Context: an optimization exercise on an open-source flow, tuned for small area, a short achievable clock period and few clock cycles per item. The choices shown serve that exercise and are no tape-out recipe. Only simulation tests tie the RTL to the original design; equivalence was not proved. Power is estimated from default activity; no workload was simulated.

==> flow/design.v <==
package ex_pkg;
    localparam int unsigned XLEN          = 32;
    localparam int unsigned TRANS_ID_BITS = 3;
    typedef enum logic [3:0] {
        ADD = 4'd0,
        SUB = 4'd1,
        AND = 4'd2,
        OR  = 4'd3,
        XOR = 4'd4,
        SLL = 4'd5,
        SRL = 4'd6,
        SLT = 4'd7,
        MUL = 4'd8
    } fu_op_e;
    typedef struct packed {
        fu_op_e                   operator;
        logic [TRANS_ID_BITS-1:0] trans_id;
        logic [XLEN-1:0]          operand_a;
        logic [XLEN-1:0]          operand_b;
    } fu_data_t;
    typedef struct packed {
        logic [TRANS_ID_BITS-1:0] trans_id;
        logic [XLEN-1:0]          result;
    } wb_data_t;
endpackage
`timescale 1ns/1ps
module mul_step (
    input  logic [31:0] a_i,
    input  logic [2:0]  d0_i,
    input  logic [2:0]  d1_i,
    input  logic [31:0] s_i,
    input  logic [31:0] c_i,
    output logic [31:0] s_o,
    output logic [31:0] c_o
);
    logic [31:0] pp0, pp1, s1, c1;
    assign pp0 = (({32{d0_i[0]}} & a_i) | ({32{d0_i[1]}} & (a_i << 1))) ^ {32{d0_i[2]}};
    assign pp1 = (({32{d1_i[0]}} & (a_i << 2)) | ({32{d1_i[1]}} & (a_i << 3))) ^ {32{d1_i[2]}};
    csa32 csa_a (.x_i(s_i), .y_i({c_i[31:1], d0_i[2]}), .z_i(pp0), .s_o(s1), .c_o(c1));
    csa32 csa_b (.x_i(s1),  .y_i({c1[31:1], d1_i[2]}),  .z_i(pp1), .s_o(s_o), .c_o(c_o));
endmodule
module csa32 (
    input  logic [31:0] x_i,
    input  logic [31:0] y_i,
    input  logic [31:0] z_i,
    output logic [31:0] s_o,
    output logic [31:0] c_o
);
    logic [31:0] maj;
    assign s_o = x_i ^ y_i ^ z_i;
    assign maj = (x_i & y_i) | (x_i & z_i) | (y_i & z_i);
    assign c_o = {maj[30:0], 1'b0};
endmodule
module cond_add8 (
    input  logic [7:0] p_i,
    input  logic [7:0] g_i,
    output logic [7:0] s0_o,
    output logic [7:0] s1_o,
    output logic       g_o,
    output logic       p_o
);
    logic [7:0] g [4];
    logic [7:0] p [4];
    always_comb begin
        g[0] = g_i;
        p[0] = p_i;
        for (int l = 0; l < 3; l++) begin
            for (int i = 0; i < 8; i++) begin
                if ((i >> l) & 1) begin
                    g[l+1][i] = g[l][i] | (p[l][i] & g[l][((i >> l) << l) - 1]);
                    p[l+1][i] = p[l][i] & p[l][((i >> l) << l) - 1];
                end else begin
                    g[l+1][i] = g[l][i];
                    p[l+1][i] = p[l][i];
                end
            end
        end
        s0_o[0] = p_i[0];
        s1_o[0] = ~p_i[0];
        for (int i = 1; i < 8; i++) begin
            s0_o[i] = p_i[i] ^ g[3][i-1];
            s1_o[i] = p_i[i] ^ (g[3][i-1] | p[3][i-1]);
        end
        g_o = g[3][7];
        p_o = p[3][7];
    end
endmodule
`timescale 1ns/1ps
module ex_stage (
    input  logic        clk_i,
    input  logic        rst_ni,
    input  logic        issue_req_i,
    input  logic [70:0] issue_data_i,
    output logic        issue_ack_o,
    output logic        wb_req_o,
    output logic [34:0] wb_data_o,
    input  logic        wb_ack_i
);
    logic [3:0]  in_op;
    logic [2:0]  in_id;
    logic [31:0] in_a, in_b;
    assign {in_op, in_id, in_a, in_b} = issue_data_i;
    logic        q_v, q_ph, q_cy;
    logic [2:0]  q_id;
    logic [31:0] q_a, q_b;
    logic        q_add, q_sub, q_slt, q_and, q_or, q_xor, q_sll, q_srl, q_mul;
    logic        q_mv, q_ar;
    logic        s_v;
    logic [34:0] s_data;
    logic        m_busy, m_done, m_av, m_rdy, m_p, m_cz;
    logic [2:0]  m_id;
    logic [31:0] m_a, m_b, m_s, m_c;
    logic [31:0] m_s_nxt, m_c_nxt;
    logic [2:0]  m_d0, m_d1;
    logic q_free, capture, load_slot, mul_start, mul_reload, step1;
    assign mul_start  = q_mv && m_av;
    assign mul_reload = m_rdy && (!q_v || q_mv);
    assign load_slot  = (!s_v || (wb_req_o && wb_ack_i)) && q_ar;
    assign step1      = q_v && !q_ph;
    assign q_free     = !q_v || load_slot || mul_start;
    assign capture    = issue_req_i && !issue_ack_o && q_free && !mul_reload;
    logic [7:0]  s_blk0;
    logic        c_blk0;
    logic [31:0] s0_all, s1_all;
    logic [3:0]  g_all, p_all;
    logic [31:0] sh1;
    for (genvar k = 0; k < 4; k++) begin : g_blk
        cond_add8 blk (.p_i(q_a[8*k +: 8]), .g_i(q_b[8*k +: 8]),
                       .s0_o(s0_all[8*k +: 8]), .s1_o(s1_all[8*k +: 8]),
                       .g_o(g_all[k]), .p_o(p_all[k]));
    end
    assign s_blk0 = q_sub ? s1_all[7:0] : s0_all[7:0];
    assign c_blk0 = g_all[0] | (p_all[0] & q_sub);
    assign sh1    = q_a >> {q_b[4:2], 2'b00};
    logic        c1, c2, c3, lt;
    logic [31:0] sum, sh2, sh2_rev, res;
    assign c1  = q_cy;
    assign c2  = q_b[1] | (q_b[0] & q_cy);
    assign c3  = q_b[3] | (q_b[2] & q_b[1]) | (q_b[2] & q_b[0] & q_cy);
    assign sum = {c3 ? q_b[31:24] : q_a[31:24],
                  c2 ? q_b[23:16] : q_a[23:16],
                  c1 ? q_b[15:8]  : q_a[15:8],
                  q_a[7:0]};
    assign lt  = q_b[6] ? q_b[7] : sum[31];
    always_comb begin
        sh2 = q_a >> q_b[1:0];
        for (int i = 0; i < 32; i++) sh2_rev[i] = sh2[31 - i];
        res = ({32{q_add}} & sum)
            | ({32{q_and}} & q_b)
            | ({32{q_or}}  & (q_a | q_b))
            | ({32{q_xor}} & q_a)
            | ({32{q_srl}} & sh2)
            | ({32{q_sll}} & sh2_rev)
            | {31'd0, q_slt & lt};
    end
    logic        in_sub, in_sll, in_mul, in_one;
    logic [31:0] in_a_rev, in_bx;
    logic        in_pg;
    assign in_sub = (in_op == 4'd1) || (in_op == 4'd7);
    assign in_sll = (in_op == 4'd5);
    assign in_mul = (in_op == 4'd8);
    assign in_one = (in_op == 4'd2) || (in_op == 4'd3) || (in_op == 4'd4) || (in_op > 4'd8);
    assign in_pg  = (in_op <= 4'd4) || (in_op == 4'd7);
    assign in_bx  = in_sub ? ~in_b : in_b;
    always_comb for (int i = 0; i < 32; i++) in_a_rev[i] = in_a[31 - i];
    logic m_busy_n, m_done_n;
    assign m_busy_n = mul_start || (m_busy && !mul_reload);
    assign m_done_n = !mul_start && ((m_b[31:4] == '0 && !m_b[3]) || m_a[27:0] == '0);
    always_ff @(posedge clk_i or negedge rst_ni) begin
        if (!rst_ni) begin
            issue_ack_o <= 1'b0;
            q_v         <= 1'b0;
            q_ph        <= 1'b0;
            q_mv        <= 1'b0;
            q_ar        <= 1'b0;
            s_v         <= 1'b0;
            wb_req_o    <= 1'b0;
            m_busy      <= 1'b0;
            m_av        <= 1'b1;
            m_rdy       <= 1'b0;
        end else begin
            issue_ack_o <= issue_ack_o ? issue_req_i : capture;
            q_v         <= capture || mul_reload || (q_v && !q_free);
            q_ph        <= q_v && !q_free && !mul_reload;
            q_mv        <= mul_reload ? 1'b0 : (q_free ? (capture && in_mul) : q_mv);
            q_ar        <= mul_reload ? m_cz : (q_free ? (capture && in_one) : (q_v && !q_mul));
            s_v         <= load_slot || (s_v && !(wb_req_o && wb_ack_i));
            wb_req_o    <= wb_req_o ? !wb_ack_i : (!wb_ack_i && (s_v || load_slot));
            m_busy      <= m_busy_n;
            m_av        <= !m_busy_n || m_done_n;
            m_rdy       <= m_busy_n && m_done_n;
        end
    end
    always_ff @(posedge clk_i) begin
        if (mul_reload) begin
            q_id  <= m_id;
            q_a   <= m_s ^ m_c;
            q_b   <= m_s & m_c;
            {q_add, q_sub, q_slt, q_and, q_or, q_xor, q_sll, q_srl, q_mul} <=
                m_cz ? 9'b000010000 : 9'b100000000;
        end else if (q_free) begin
            q_id  <= in_id;
            q_a   <= in_pg ? (in_a ^ in_bx) : in_sll ? in_a_rev : in_a;
            q_b   <= in_pg ? (in_a & in_bx) : in_b;
            q_add <= (in_op == 4'd0) || (in_op == 4'd1);
            q_sub <= in_sub;
            q_slt <= (in_op == 4'd7);
            q_and <= (in_op == 4'd2);
            q_or  <= (in_op == 4'd3);
            q_xor <= (in_op == 4'd4);
            q_sll <= in_sll;
            q_srl <= (in_op == 4'd6);
            q_mul <= in_mul;
        end else if (step1) begin
            if (q_add || q_slt) begin
                q_a  <= {s0_all[31:8], s_blk0};
                q_b  <= {s1_all[31:8], q_b[31], !q_a[31], 2'b00,
                         g_all[2], p_all[2], g_all[1], p_all[1]};
                q_cy <= c_blk0;
            end
            if (q_sll || q_srl) q_a <= sh1;
        end
    end
    always_ff @(posedge clk_i) begin
        if (load_slot) s_data <= {q_id, res};
    end
    assign wb_data_o = s_data;
    mul_step step_i (
        .a_i  ( m_a      ),
        .d0_i ( m_d0     ),
        .d1_i ( m_d1     ),
        .s_i  ( m_s      ),
        .c_i  ( m_c      ),
        .s_o  ( m_s_nxt  ),
        .c_o  ( m_c_nxt  )
    );
    function automatic logic [2:0] booth_ctl(input logic [2:0] d);
        booth_ctl = {d[2],
                     (d[2] & ~d[1] & ~d[0]) | (~d[2] & d[1] & d[0]),
                     d[1] ^ d[0]};
    endfunction
    always_ff @(posedge clk_i) begin
        if (mul_start) m_id <= q_id;
        m_a    <= mul_start ? q_a : (m_a << 4);
        m_b    <= mul_start ? q_b : (m_b >> 4);
        m_p    <= mul_start ? 1'b0 : m_b[3];
        m_d0   <= m_done_n ? 3'b000 : mul_start ? booth_ctl({q_b[1:0], 1'b0}) : booth_ctl(m_b[5:3]);
        m_d1   <= m_done_n ? 3'b000 : mul_start ? booth_ctl(q_b[3:1])         : booth_ctl(m_b[7:5]);
        m_s    <= mul_start ? '0 : m_s_nxt;
        m_c    <= mul_start ? '0 : m_c_nxt;
        m_done <= m_done_n;
        m_cz   <= !mul_start && m_done && (m_c == '0);
    end
endmodule
export LEC_CHECK = 0
export ABC_AREA = 1
export CAP_MARGIN = 20
export CORE_MARGIN = 2
export CORE_UTILIZATION = 55
export PLACE_DENSITY = 0.7
export SETUP_SLACK_MARGIN = 3.0
export SLEW_MARGIN = 20
create_clock -name core_clock -period 5.5 [get_ports {clk_i}]
standard.sh (not shown) runs the stock make flow with config.mk's settings and CLKGATE_MAP_FILE= SYNTH_SCRIPT=/design/flow/synth_recipe.tcl, a recipe that flattens the netlist after the stock synthesis.
==> flow/flow/run.sh <==
#!/bin/bash
# Standard layout, with the port buffers made from the smallest plain buffer
# (the resizer still upsizes any that need it).
set -euo pipefail
export BUFFER_PORTS_ARGS="-buffer_cell sky130_fd_sc_hd__buf_1"
bash standard.sh > standard.log 2>&1
Testbench counts at the start, summed over its fixed seeds: cycles 6,879, ops 2,400.
Next try:
CORE_UTILIZATION = 40   (was 55)
CTS_BUF_LIST = sky130_fd_sc_hd__clkbuf_2 sky130_fd_sc_hd__clkbuf_4   (was default)
PLACE_DENSITY = default   (was 0.7)
The changed run completed without violations; register-to-register slack is worse by 0.07 ns; worst setup slack loses 0.021 ns; fmax goes down slightly; design area climbs slightly; die area climbs by well over a third; synthesized area is unchanged; total power shrinks slightly; combinational power is higher slightly; utilization drops by 17 points.

## re-timing with driven ports
How much do the figures lean on ideal ports? The routed layouts below were timed once more, with nothing changed but the port constraints.
Step 1 assumes that a clkbuf_16 drives the clock port and a buf_2 every other input.
Step 2 times the ports against the registers' clock, not the clock port: input delays grow and output delays shrink by t, the midpoint of the rising clock arrivals with the driver on.
Slacks: ideal / step 1 / step 2; pairs: ideal / step 1.
| run | shift t [ns] | setup slack, ns | hold WS [ns] | slew at the worst register clock pin (ns) | cell pins on the clock port's net |
|---|---|---|---|---|---|
| the first run | 0.633 | 2.991 / 3.021 / 2.387 | 0.457 / 0.435 / 0.457 | 0.07 / 0.07 | 1 |
| the second run | 0.852 | 2.970 / 2.970 / 2.246 | 0.255 / 0.226 / 0.450 | 0.07 / 0.07 | 1 |
After both steps every run listed still meets setup and hold. For the second run, which loses most, drivers alone change the setup slack by 0.000 ns; drivers and shift together by -0.724 ns.
